Source: an optimization exercise on an open RTL-to-GDS flow (aim: small area). Production flows keep margins and buffers that such runs may drop. Function was checked by simulation only, so behaviour that the tests miss may differ from the original. Power and IR drop assume default switching activity.

## reg_file_2r1w
module reg_file_2r1w #(
  parameter int N      = 32,
  parameter int ADDR_W = 5
) (
  input  logic              clk,
  input  logic              rst,
  input  logic [ADDR_W-1:0] rd_addr0,
  input  logic [ADDR_W-1:0] rd_addr1,
  output logic [N-1:0]      rd_data0,
  output logic [N-1:0]      rd_data1,
  input  logic              wr_ena,
  input  logic [ADDR_W-1:0] wr_addr,
  input  logic [N-1:0]      wr_data
);
For scale: ~2200 cells after synthesis, about 990 flip-flops, about 110 I/O pins, about 40000 µm² of cells after synthesis.
==> flow/config.mk <==
export PLATFORM = sky130hd
export DESIGN_NAME = reg_file_2r1w
export DESIGN_NICKNAME = reg_file_2r1w
export VERILOG_FILES = /design/flow/design.v
export SDC_FILE = /design/flow/constraint.sdc
export NUM_CORES = 4
export LEC_CHECK = 0
export CAP_MARGIN = 20
export CORE_MARGIN = 2
export CORE_UTILIZATION = 55
export CTS_BUF_LIST = sky130_fd_sc_hd__clkbuf_4 sky130_fd_sc_hd__clkbuf_8
export PLACE_DENSITY = 0.65
export SETUP_SLACK_MARGIN = 0.3
export SLEW_MARGIN = 20
export SYNTH_HIERARCHICAL = 1
==> flow/constraint.sdc <==
create_clock -name core_clock -period 6.0 [get_ports {clk}]
set_input_delay 1.2000 -clock core_clock [delete_from_list [all_inputs] [get_ports {clk}]]
set_output_delay 1.2000 -clock core_clock [all_outputs]
set_load 0.01 [all_outputs]
standard.sh (not shown) runs the stock make flow with config.mk's settings and CLKGATE_MAP_FILE= SYNTH_SCRIPT=/design/flow/synth_recipe.tcl, a recipe that flattens the netlist after the stock synthesis.
==> flow/flow/run.sh <==
#!/bin/bash
# Own layout flow: the standard ORFS flow (standard.sh, unchanged synthesis) with
#  * port buffers of the smallest plain buffer instead of the default delay-cell buffers;
#  * clock tree synthesis without dummy loads and with somewhat larger sink clusters;
#  * power recovery after global routing, which downsizes gates off the critical paths.
# Each tool's full output is kept in ORFS's own logs under orfs/logs; make's output goes to
# flow_make.log here.
set -euo pipefail
export BUFFER_PORTS_ARGS="-buffer_cell sky130_fd_sc_hd__buf_1"
export CTS_ARGS="-sink_clustering_enable -repair_clock_nets -dont_use_dummy_load -sink_clustering_size 16 -sink_clustering_max_diameter 45 -buf_list {sky130_fd_sc_hd__clkbuf_4 sky130_fd_sc_hd__clkbuf_8}"
export RECOVER_POWER=100
bash standard.sh finish > flow_make.log 2>&1
The first run finished but fails on max-capacitance violations, max-slew violations.
Next try:
==> flow/flow/run.sh (replaced) <==
#!/bin/bash
# Own layout flow: the standard ORFS flow (standard.sh, unchanged synthesis) with
#  * port buffers of the smallest plain buffer instead of the default delay-cell buffers;
#  * clock tree synthesis without dummy loads and with somewhat larger sink clusters.
# Each tool's full output is kept in ORFS's own logs under orfs/logs; make's output goes to
# flow_make.log here.
set -euo pipefail
export BUFFER_PORTS_ARGS="-buffer_cell sky130_fd_sc_hd__buf_1"
export CTS_ARGS="-sink_clustering_enable -repair_clock_nets -dont_use_dummy_load -sink_clustering_size 16 -sink_clustering_max_diameter 45 -buf_list {sky130_fd_sc_hd__clkbuf_4 sky130_fd_sc_hd__clkbuf_8}"
bash standard.sh finish > flow_make.log 2>&1
With this change the flow produced a clean layout.
Combinational power grows by a few percent.
Design area rises slightly.
Die area stays the same.
Power is about the same.
Synthesized area does not change.
Clock power is about the same.
Routed wire length hardly moves.
Synthesized cell count is unchanged.
First-iteration DRC count rises by a few percent.
Cell count does not change.
Next try:
==> flow/flow/run.sh (replaced) <==
#!/bin/bash
# Own layout flow: the standard ORFS flow (standard.sh, unchanged synthesis) with
#  * port buffers of the smallest plain buffer instead of the default delay-cell buffers;
#  * clock tree synthesis without dummy loads.
# Each tool's full output is kept in ORFS's own logs under orfs/logs; make's output goes to
# flow_make.log here.
set -euo pipefail
export BUFFER_PORTS_ARGS="-buffer_cell sky130_fd_sc_hd__buf_1"
export CTS_ARGS="-sink_clustering_enable -repair_clock_nets -dont_use_dummy_load -buf_list {sky130_fd_sc_hd__clkbuf_4 sky130_fd_sc_hd__clkbuf_8}"
bash standard.sh finish > flow_make.log 2>&1
Cell count rises slightly.
Clock-buffer cell count rises by 49.
Power rises by a few percent.
Clock power rises by a quarter to a third.
Design area rises slightly.
Next try:
==> flow/flow/run.sh (replaced) <==
#!/bin/bash
# Own layout flow: the standard ORFS flow (standard.sh, unchanged synthesis) with
#  * port buffers of the smallest plain buffer instead of the default delay-cell buffers;
#  * clock tree synthesis without dummy loads, built from small clock buffers.
# Each tool's full output is kept in ORFS's own logs under orfs/logs; make's output goes to
# flow_make.log here.
set -euo pipefail
export BUFFER_PORTS_ARGS="-buffer_cell sky130_fd_sc_hd__buf_1"
export CTS_ARGS="-sink_clustering_enable -repair_clock_nets -dont_use_dummy_load -sink_clustering_size 10 -sink_clustering_max_diameter 35 -buf_list {sky130_fd_sc_hd__clkbuf_4}"
bash standard.sh finish > flow_make.log 2>&1
Settings changed: CTS_BUF_LIST sky130_fd_sc_hd__clkbuf_4 sky130_fd_sc_hd__clkbuf_8 to sky130_fd_sc_hd__clkbuf_4.
Result:
- cell area goes down by about 2.3%
- core utilization goes down by 1.5 points
- die area is unchanged
- routed wire length barely changes
- maximum frequency goes down by 0.53%
- synthesized area does not change
- final cell count goes down by 0.31%


## old
Another version of the RTL of reg_file_2r1w (not shown whole).
Size: about 2,200 cells after synthesis, ~990 flip-flops, about 110 I/O pins.
clock: 6.0 ns
lec_check: 0
cap_margin: 10
core_margin: 2
core_utilization: 55
cts_buf_list: sky130_fd_sc_hd__clkbuf_4
place_density: 0.65
setup_slack_margin: 0.3
slew_margin: 10
synth_hierarchical: 1
==> flow/flow/run.sh <==
#!/bin/bash
# Own layout flow: the standard ORFS flow (standard.sh, unchanged synthesis) with
#  * port buffers of the smallest plain buffer instead of the default delay-cell buffers;
#  * clock tree synthesis without dummy loads, built from small clock buffers.
# Each tool's full output is kept in ORFS's own logs under orfs/logs; make's output goes to
# flow_make.log here.
set -euo pipefail
export BUFFER_PORTS_ARGS="-buffer_cell sky130_fd_sc_hd__buf_1"
export CTS_ARGS="-sink_clustering_enable -repair_clock_nets -dont_use_dummy_load -sink_clustering_size 10 -sink_clustering_max_diameter 35 -buf_list {sky130_fd_sc_hd__clkbuf_4}"
bash standard.sh finish > flow_make.log 2>&1
The following lists how new was set up differently from old:
Settings: changing SLEW_MARGIN from 10 to 20; changing CAP_MARGIN from 10 to 20.
==> comparison <==
Compare new and old | clock share of power lower: new
Status: power parity (new, old)
Largest net degree at the start of global routing: old vs new identical
Sequential share of layout area: old vs new — no meaningful difference
Post-detailed-route wirelength per cell: new vs old, no meaningful difference
Compare new and old | number of clock buffer instances in the layout higher: old
As far as wire length is concerned, old and new perform about the same.
~same final design instance area without fill in new and old
Looking at new and old, the core utilization is a wash.
Compared old against new; via total after detailed routing within noise.
Against old as the reference, new delivers a lower worst hold slack.

==> re-timing with driven ports <==
No port has a modelled driver above. Below, the same layouts with a new extraction and two added sets of constraints. Step 1, drivers: a clkbuf_16 drives clk and a buf_2 each remaining input, both assumed. Step 2, shift: input delay + t, output delay - t, t = (earliest + latest rising clock arrival at the registers) / 2. This alone moves slack from input paths to output paths. a / b / c = no drivers / after step 1 / after step 2; a / b = the first two.
run | shift t [ns] | slack for setup (ns) | worst setup path after step 2 | clock arrival spread, ns | pins driven straight from the clock port
the first run of note 1 | 0.783 | 0.139 / 0.111 / 0.111 | input to register | 0.144 / 0.145 | 1
the second run of note 1 | 0.778 | 0.286 / 0.261 / 0.261 | input to output | 0.141 / 0.141 | 1
the third run of note 1 | 0.822 | 0.272 / 0.249 / 0.249 | input to output | 0.109 / 0.109 | 1
the fourth run of note 1 | 1.037 | 0.241 / 0.215 / 0.215 | input to output | 0.153 / 0.152 | 1
old | 1.079 | 0.362 / 0.331 / 0.331 | input to output | 0.157 / 0.157 | 1
new | 1.073 | 0.259 / 0.234 / 0.234 | input to output | 0.148 / 0.148 | 1
The setup slack of old, which loses most, moves by -0.031 ns with the drivers and by -0.031 ns with both steps.
